What follows belongs to an exercise in optimizing a design on an open flow for small area; a production flow would make more cautious choices. Function was checked by simulation only, so behaviour that the tests miss may differ from the original. Power figures rest on the tool's default switching activity, not on a simulated workload.

== cedar ==
// aes_round_key_store
module aes_round_key_store #(
    parameter int unsigned KEY_W    = aes_pkg::AES_KEY_W,
    parameter int unsigned NUM_KEYS = aes_pkg::AES_NUM_ROUNDS + 1,
    parameter int unsigned IDX_W    = aes_pkg::AES_IDX_W
) (
    input  logic             clk,
    input  logic             rst,
    input  logic             wr_en,
    input  logic [IDX_W-1:0] wr_index,
    input  logic [KEY_W-1:0] wr_key,
    output logic             keys_ready,
    input  logic             start,
    input  logic             decrypt,
    output logic             busy,
    output logic             rk_valid,
    input  logic             rk_ready,
    output logic [IDX_W-1:0] rk_index,
    output logic [KEY_W-1:0] rk_key,
    output logic             rk_last,
    output logic             err_seq
);
    localparam logic [IDX_W-1:0] LAST_IDX = IDX_W'(NUM_KEYS - 1);
    localparam logic [IDX_W-1:0] NONE_IDX = '1;
    logic             busy_q;
    logic             dec_q;
    logic [IDX_W-1:0] idx_q;
    logic [IDX_W-1:0] last_wr_q;
    logic             err_q;
    logic                wr_ok;
    logic                wr_accept;
    logic [NUM_KEYS-1:0] we;
    logic [NUM_KEYS-1:0] keep;
    logic [NUM_KEYS-1:0] rsel;
    logic                begin_stream;
    assign keys_ready = (last_wr_q == LAST_IDX);
    assign wr_ok = (wr_index == '0) ||
                   ((wr_index <= LAST_IDX) &&
                    ((wr_index == last_wr_q) || (wr_index == last_wr_q + IDX_W'(1))));
    assign wr_accept = wr_en && !busy_q && wr_ok;
    always_comb begin
        for (int i = 0; i < NUM_KEYS; i++) begin
            we[i]   = wr_accept && (wr_index == IDX_W'(i));
            keep[i] = !we[i];
            rsel[i] = (idx_q == IDX_W'(i));
        end
    end
    aes_rk_mem #(
        .KEY_W    (KEY_W),
        .NUM_KEYS (NUM_KEYS)
    ) u_mem (
  ...
Size: ~280 I/O pins, ~48,000 sq um of cells after synthesis.
==> module aes_round_key_store, before the edit <==
module aes_round_key_store #(
    parameter int unsigned KEY_W    = aes_pkg::AES_KEY_W,
    parameter int unsigned NUM_KEYS = aes_pkg::AES_NUM_ROUNDS + 1,
    parameter int unsigned IDX_W    = aes_pkg::AES_IDX_W
) (
    input  logic             clk,
    input  logic             rst,
    input  logic             wr_en,
    input  logic [IDX_W-1:0] wr_index,
    input  logic [KEY_W-1:0] wr_key,
    output logic             keys_ready,
    input  logic             start,
    input  logic             decrypt,
    output logic             busy,
    output logic             rk_valid,
    input  logic             rk_ready,
    output logic [IDX_W-1:0] rk_index,
    output logic [KEY_W-1:0] rk_key,
    output logic             rk_last,
    output logic             err_seq
);
    localparam logic [IDX_W-1:0] LAST_IDX = IDX_W'(NUM_KEYS - 1);
    localparam logic [IDX_W-1:0] NONE_IDX = '1;
    logic             busy_q;
    logic             dec_q;
    logic [IDX_W-1:0] idx_q;
    logic [IDX_W-1:0] last_wr_q;
    logic             err_q;
    logic                wr_ok;
    logic                wr_accept;
    logic [NUM_KEYS-1:0] we;
    logic [NUM_KEYS-1:0] keep;
    logic [NUM_KEYS-1:0] rsel;
    logic                begin_stream;
    assign keys_ready = (last_wr_q == LAST_IDX);
    assign wr_ok = (wr_index == '0) ||
                   ((wr_index <= LAST_IDX) &&
                    ((wr_index == last_wr_q) || (wr_index == last_wr_q + IDX_W'(1))));
    assign wr_accept = wr_en && !busy_q && wr_ok;
    always_comb begin
        for (int i = 0; i < NUM_KEYS; i++) begin
            we[i]   = wr_accept && (wr_index == IDX_W'(i));
            keep[i] = !we[i];
            rsel[i] = (idx_q == IDX_W'(i));
        end
    end
    aes_rk_mem #(
        .KEY_W    (KEY_W),
        .NUM_KEYS (NUM_KEYS)
    ) u_mem (
        .clk   (clk),
        .we    (we),
        .keep  (keep),
        .wdata (wr_key),
        .rsel  (rsel),
        .rdata (rk_key)
    );
    assign begin_stream = !busy_q && start && keys_ready;
    always_ff @(posedge clk) begin
        if (rst) begin
            busy_q    <= 1'b0;
            dec_q     <= 1'b0;
            idx_q     <= '0;
            last_wr_q <= NONE_IDX;
            err_q     <= 1'b0;
        end else begin
            if (wr_en && !(wr_ok && !busy_q)) err_q <= 1'b1;
            if (wr_accept) last_wr_q <= wr_index;
            if (begin_stream) begin
                busy_q <= 1'b1;
                dec_q  <= decrypt;
                idx_q  <= decrypt ? LAST_IDX : '0;
            end else if (busy_q && rk_ready) begin
                if (rk_last) busy_q <= 1'b0;
                else         idx_q  <= dec_q ? idx_q - IDX_W'(1) : idx_q + IDX_W'(1);
            end
        end
    end
    assign busy     = busy_q;
    assign rk_valid = busy_q;
    assign rk_index = idx_q;
    assign rk_last  = dec_q ? rsel[0] : rsel[NUM_KEYS-1];
    assign err_seq  = err_q;
endmodule
export LEC_CHECK = 0
export CAP_MARGIN = 20
export CORE_MARGIN = 2
export CORE_UTILIZATION = 65
export CTS_BUF_LIST = sky130_fd_sc_hd__clkbuf_16
export CTS_CLUSTER_DIAMETER = 80
export CTS_CLUSTER_SIZE = 30
export PLACE_DENSITY = 0.75
export SLEW_MARGIN = 50
export SYNTH_HIERARCHICAL = 1
create_clock -name core_clock -period 5.0 [get_ports {clk}]
standard.sh (not shown) runs the stock make flow with config.mk's settings and CLKGATE_MAP_FILE= SYNTH_SCRIPT=/design/flow/synth_recipe.tcl, a recipe that flattens the netlist after the stock synthesis.
==> flow/flow/run.sh <==
#!/bin/bash
# Own layout flow: the standard flow (standard.sh, unchanged synthesis and
# steps), with the port buffers that global placement inserts made from the
# smallest buffer cell instead of the default choice.
set -euo pipefail
export BUFFER_PORTS_ARGS="-buffer_cell sky130_fd_sc_hd__buf_1"
bash standard.sh > standard.log 2>&1
Setup changes, cedar to maple
--- a/flow/design.v
+++ b/flow/design.v
@@ -131,64 +131,67 @@
 );
     localparam logic [IDX_W-1:0] LAST_IDX = IDX_W'(NUM_KEYS - 1);
     localparam logic [IDX_W-1:0] NONE_IDX = '1;
     logic             busy_q;
     logic             dec_q;
-    logic [IDX_W-1:0] idx_q;
+    logic [NUM_KEYS-1:0] sel_q;    
     logic [IDX_W-1:0] last_wr_q;
     logic             err_q;
     logic                wr_ok;
     logic                wr_accept;
     logic [NUM_KEYS-1:0] we;
     logic [NUM_KEYS-1:0] keep;
-    logic [NUM_KEYS-1:0] rsel;
     logic                begin_stream;
     assign keys_ready = (last_wr_q == LAST_IDX);
     assign wr_ok = (wr_index == '0) ||
                    ((wr_index <= LAST_IDX) &&
                     ((wr_index == last_wr_q) || (wr_index == last_wr_q + IDX_W'(1))));
     assign wr_accept = wr_en && !busy_q && wr_ok;
     always_comb begin
         for (int i = 0; i < NUM_KEYS; i++) begin
             we[i]   = wr_accept && (wr_index == IDX_W'(i));
             keep[i] = !we[i];
-            rsel[i] = (idx_q == IDX_W'(i));
         end
     end
     aes_rk_mem #(
         .KEY_W    (KEY_W),
         .NUM_KEYS (NUM_KEYS)
     ) u_mem (
         .clk   (clk),
         .we    (we),
         .keep  (keep),
         .wdata (wr_key),
-        .rsel  (rsel),
+        .rsel  (sel_q),
         .rdata (rk_key)
     );
     assign begin_stream = !busy_q && start && keys_ready;
     always_ff @(posedge clk) begin
         if (rst) begin
             busy_q    <= 1'b0;
             dec_q     <= 1'b0;
-            idx_q     <= '0;
+            sel_q     <= NUM_KEYS'(1);
             last_wr_q <= NONE_IDX;
             err_q     <= 1'b0;
         end else begin
             if (wr_en && !(wr_ok && !busy_q)) err_q <= 1'b1;
             if (wr_accept) last_wr_q <= wr_index;
             if (begin_stream) begin
                 busy_q <= 1'b1;
                 dec_q  <= decrypt;
-                idx_q  <= decrypt ? LAST_IDX : '0;
+                sel_q  <= decrypt ? NUM_KEYS'(1) << LAST_IDX : NUM_KEYS'(1);
             end else if (busy_q && rk_ready) begin
                 if (rk_last) busy_q <= 1'b0;
-                else         idx_q  <= dec_q ? idx_q - IDX_W'(1) : idx_q + IDX_W'(1);
+                else         sel_q  <= dec_q ? sel_q >> 1 : sel_q << 1;
             end
         end
     end
     assign busy     = busy_q;
     assign rk_valid = busy_q;
-    assign rk_index = idx_q;
-    assign rk_last  = dec_q ? rsel[0] : rsel[NUM_KEYS-1];
+    assign rk_last  = dec_q ? sel_q[0] : sel_q[NUM_KEYS-1];
+    always_comb begin
+        rk_index = '0;
+        for (int i = 0; i < NUM_KEYS; i++) begin
+            if (sel_q[i]) rk_index = rk_index | IDX_W'(i);
+        end
+    end
     assign err_seq  = err_q;
 endmodule
[summary]
Across cedar and maple, the outcome is the same: a clean finish for every run. The multi-input logic portion of the cell area on cedar is in line with that on maple. Delta (maple minus cedar): final cell count picked up an extra 16, worst vdd rail ir drop went down, die area rose 340 sq um, first-pass GRT wire length stayed essentially flat. A slowest library cell on the worst path of sky130_fd_sc_hd__dfxtp_4 is what maple shows, while sky130_fd_sc_hd__a222oi_1 belongs to cedar.

==> port drivers added, routing unchanged <==
No port has a modelled driver above. Below, the same layouts with a new extraction and two added sets of constraints.
Step 1 sets driving cells, clkbuf_16 on the clock port and buf_2 on the other inputs (assumed; they add their load-dependent delay and slew).
Step 2, shift: input delay + t, output delay - t, t = (earliest + latest rising clock arrival at the registers) / 2. This alone moves slack from input paths to output paths.
Three values: ideal, step 1, step 2; two values: the first two.
run | t (ns) | slack for setup (ns) | worst setup path after step 2 | worst register clock-pin slew, ns | pins driven straight from the clock port
cedar | 0.733 | 0.208 / 0.141 / 0.789 | input to register | 0.12 / 0.12 | 1
maple | 0.732 | 0.637 / 0.565 / 1.028 | input to register | 0.11 / 0.11 | 1
After both steps every run listed still meets setup and hold.
